What follows belongs to an exercise in optimizing a design on an open flow for small area, a short achievable clock period and few clock cycles per item; a production flow would make more cautious choices.
Function was checked by simulation only, so behaviour that the tests miss may differ from the original.

the reference run:
// window_level_to_rgb8
module window_level_to_rgb8 (
  input  wire logic clk,
  input  wire logic rst,
  input  wire logic cfg_we,
  input  wire logic [1:0] cfg_index,
  input  wire logic [31:0] cfg_data,
  input  wire logic pix_in_valid,
  output logic pix_in_ready,
  input  wire logic [32+16*3+8-1:0] pix_in_data,
  output logic pix_out_valid,
  input  wire logic pix_out_ready,
  output logic [31:0] pix_out_data
);
==> flow/config.mk <==
export PLATFORM = sky130hd
export DESIGN_NAME = window_level_to_rgb8
export DESIGN_NICKNAME = window_level_to_rgb8
export VERILOG_FILES = /design/flow/design.v
export SDC_FILE = /design/flow/constraint.sdc
export NUM_CORES = 4
export LEC_CHECK = 0
export CAP_MARGIN = 20
export CORE_MARGIN = 2
export CORE_UTILIZATION = 40
export PLACE_DENSITY = 0.6
export SETUP_SLACK_MARGIN = 2.0
export SLEW_MARGIN = 20
export SYNTH_HIERARCHICAL = 1
==> flow/constraint.sdc <==
create_clock -name core_clock -period 5.0 [get_ports {clk}]
set_input_delay 1.0000 -clock core_clock [delete_from_list [all_inputs] [get_ports {clk}]]
set_output_delay 1.0000 -clock core_clock [all_outputs]
set_load 0.01 [all_outputs]
standard.sh (not shown) runs the stock make flow with config.mk's settings and CLKGATE_MAP_FILE= SYNTH_SCRIPT=/design/flow/synth_recipe.tcl, a recipe that flattens the netlist after the stock synthesis.
==> flow/flow/run.sh <==
#!/bin/bash
# The standard layout, with plain buffers (buf_1) on the ports in
# place of the default port buffer; the resizer sizes them as needed.
set -euo pipefail
export BUFFER_PORTS_ARGS="-buffer_cell sky130_fd_sc_hd__buf_1"
bash standard.sh > standard.log 2>&1
The reference run ended with every stage complete and zero timing, DRC or antenna violations.
Testbench counts of the reference run, summed over its fixed seeds: cycles 15,817, items 8,192.
Input-level comparison between the trial run and the reference run:
Settings: SETUP_SLACK_MARGIN changed from 2.0 to 2.35.
--- outcome ---
Reported for the trial run and the reference run, sequential cell count turned out identical to the last digit. Against the reference run, total length of routed wires in the trial run came out worse. Measured against each other, the trial run and the reference run differ in critical path depth, the higher figure coming from the trial run. Final-layout clock buffer total grows by more than 10% when moving from the reference run to the trial run. For the detailed router's first-iteration violation count, the trial run came in about 2.8% higher than the reference run did. First-pass GRT wire length: the trial run vs the reference run up 15 mm. Fraction of area in registers in the trial run is 3.6 points lower than in the reference run. In terms of layout multi-input combinational cell count, the reference run and the trial run differ only marginally. Measured against each other, the trial run and the reference run differ in final-layout worst hold slack, the lower figure coming from the trial run. The trial run leaves more setup margin than the reference run. Number of fill cells: lower on the trial run.

========
Another version of the RTL of window_level_to_rgb8 (not shown whole).
For scale: ~3,700 cells after synthesis, about 160 I/O pins, ~36,000 um2 of cells after synthesis.
Settings: LEC_CHECK=0, CAP_MARGIN=20, CORE_MARGIN=2, CORE_UTILIZATION=40, PLACE_DENSITY=0.6, SETUP_SLACK_MARGIN=2.5, SLEW_MARGIN=20, SYNTH_HIERARCHICAL=1; clock period 5.0 ns.
run.sh (not shown) runs the stock make flow with config.mk's settings and CLKGATE_MAP_FILE= SYNTH_SCRIPT=/design/flow/synth_recipe.tcl, a recipe that flattens the netlist after the stock synthesis.
Stock flow here: none of the scripts above is used.
The baseline finished with timing, DRC and antenna clean.
Testbench counts at the start, summed over its fixed seeds: cycles 15,817, items 8,192.
Edit:
Settings changed: CORE_UTILIZATION 40 to 65, PLACE_DENSITY 0.6 to 0.75, SETUP_SLACK_MARGIN 2.5 to 1.7.
=> Setup slack degrades by 0.18 ns; register-to-register slack got worse by 0.18 ns; die area is lower by 38%; cell count decreases by 16%; cell area falls by 18%; clock-buffer cell count shrinks by 20; worst hold slack gets better by 0.0043 ns.
Edit:
Settings changed: CORE_UTILIZATION 65 to 40, PLACE_DENSITY 0.75 to 0.6, SETUP_SLACK_MARGIN 1.7 to 2.0.
=> The changed run passed the timing, DRC and antenna checks; critical path depth rises by 2; count of clock-buffer cells in the layout came out higher by 14; core utilization went down by 26 points; non-clock buffer count climbs by 48; via count went down by a few percent; design area rose by a few percent; die area went up by well over a third; sequential cell count does not change; routed wire length drops slightly; maximum frequency grows by a little under a tenth.
Edit:
Settings changed: CORE_UTILIZATION 40 to 65, PLACE_DENSITY 0.6 to 0.75.
Effect: The new run completed with no timing, DRC or antenna violations; final area went down by 0.30%; non-clock buffer count went up by 35.

========
RTL: one of the versions met above, not the one the previous note started from.
Size in the first run: roughly 3800 cells after synthesis, roughly 160 I/O pins.
clock: 5.0 ns
lec_check: 0
cap_margin: 20
core_margin: 2
core_utilization: 40
place_density: 0.6
setup_slack_margin: 2.2
slew_margin: 20
synth_hierarchical: 1
standard.sh (not shown) runs the stock make flow with config.mk's settings and CLKGATE_MAP_FILE= SYNTH_SCRIPT=/design/flow/synth_recipe.tcl, a recipe that flattens the netlist after the stock synthesis.
Scripts as last shown in full above: flow/flow/run.sh
Testbench counts at the start, summed over its fixed seeds: cycles 15,817, items 8,192.
Edit:
==> flow/flow/run.sh (replaced) <==
#!/bin/bash
# The standard layout, with plain buffers (buf_1) on the ports in
# place of the default port buffer (the resizer sizes them as needed),
# and clock tree synthesis without dummy loads.
set -euo pipefail
export BUFFER_PORTS_ARGS="-buffer_cell sky130_fd_sc_hd__buf_1"
export CTS_ARGS="-sink_clustering_enable -repair_clock_nets -dont_use_dummy_load"
bash standard.sh > standard.log 2>&1
--- a/flow/config.mk
+++ b/flow/config.mk
@@ -8,7 +8,7 @@
 export CAP_MARGIN = 20
 export CORE_MARGIN = 2
-export CORE_UTILIZATION = 40
-export PLACE_DENSITY = 0.6
-export SETUP_SLACK_MARGIN = 2.2
+export CORE_UTILIZATION = 50
+export PLACE_DENSITY = 0.65
+export SETUP_SLACK_MARGIN = 2.0
 export SLEW_MARGIN = 20
 export SYNTH_HIERARCHICAL = 1
Worst setup slack gets worse by 110 ps.
First-iteration DRC count is lower by about 12%.
Final area is lower by 9.1%.
Worst hold slack gets worse by 7.6 ps.
Count of clock-buffer cells in the layout is lower by 28.
Routed wire length is lower by 11%.
Die area is lower by 20%.
Clock skew barely changes.
Core utilization is higher by 7.1 points.

==> separate check: timing with driven ports <==
How much do the figures lean on ideal ports? The routed layouts below were timed once more, with nothing changed but the port constraints. Step 1 assumes that a clkbuf_16 drives the clock port and a buf_2 every other input. Step 2 also shifts input and output timing later by t, the mid clock arrival at the registers, as if the neighbouring blocks saw the same clock. a / b / c = ideal ports / drivers / drivers and shift; a / b = the first two.
run	t (ns)	slack for setup (ns)	hold WS [ns]	worst setup path after step 2	clock arrival spread, ns
the reference run	0.673	1.982 / 1.982 / 1.972	0.323 / 0.323 / 0.323	input to register	0.033 / 0.032
the trial run	0.674	2.065 / 2.065 / 2.065	0.318 / 0.318 / 0.318	register to register	0.018 / 0.018
the first run of note 2	0.696	1.950 / 1.950 / 1.950	0.317 / 0.317 / 0.317	register to register	0.038 / 0.038
the second run of note 2	0.712	1.768 / 1.768 / 1.463	0.322 / 0.322 / 0.322	input to register	0.031 / 0.031
the third run of note 2	0.667	2.002 / 2.002 / 1.647	0.319 / 0.319 / 0.319	input to register	0.024 / 0.025
the fourth run of note 2	0.700	1.931 / 1.931 / 1.931	0.307 / 0.307 / 0.307	register to register	0.029 / 0.029
the first run of note 3	0.682	2.080 / 2.080 / 2.080	0.318 / 0.318 / 0.318	register to register	0.031 / 0.030
the second run of note 3	0.647	1.966 / 1.964 / 1.966	0.310 / 0.310 / 0.310	register to register	0.036 / 0.037
After both steps setup and hold are still met in every run listed. For the third run of note 2, which loses most, drivers alone change the setup slack by 0.000 ns; drivers and shift together by -0.355 ns.
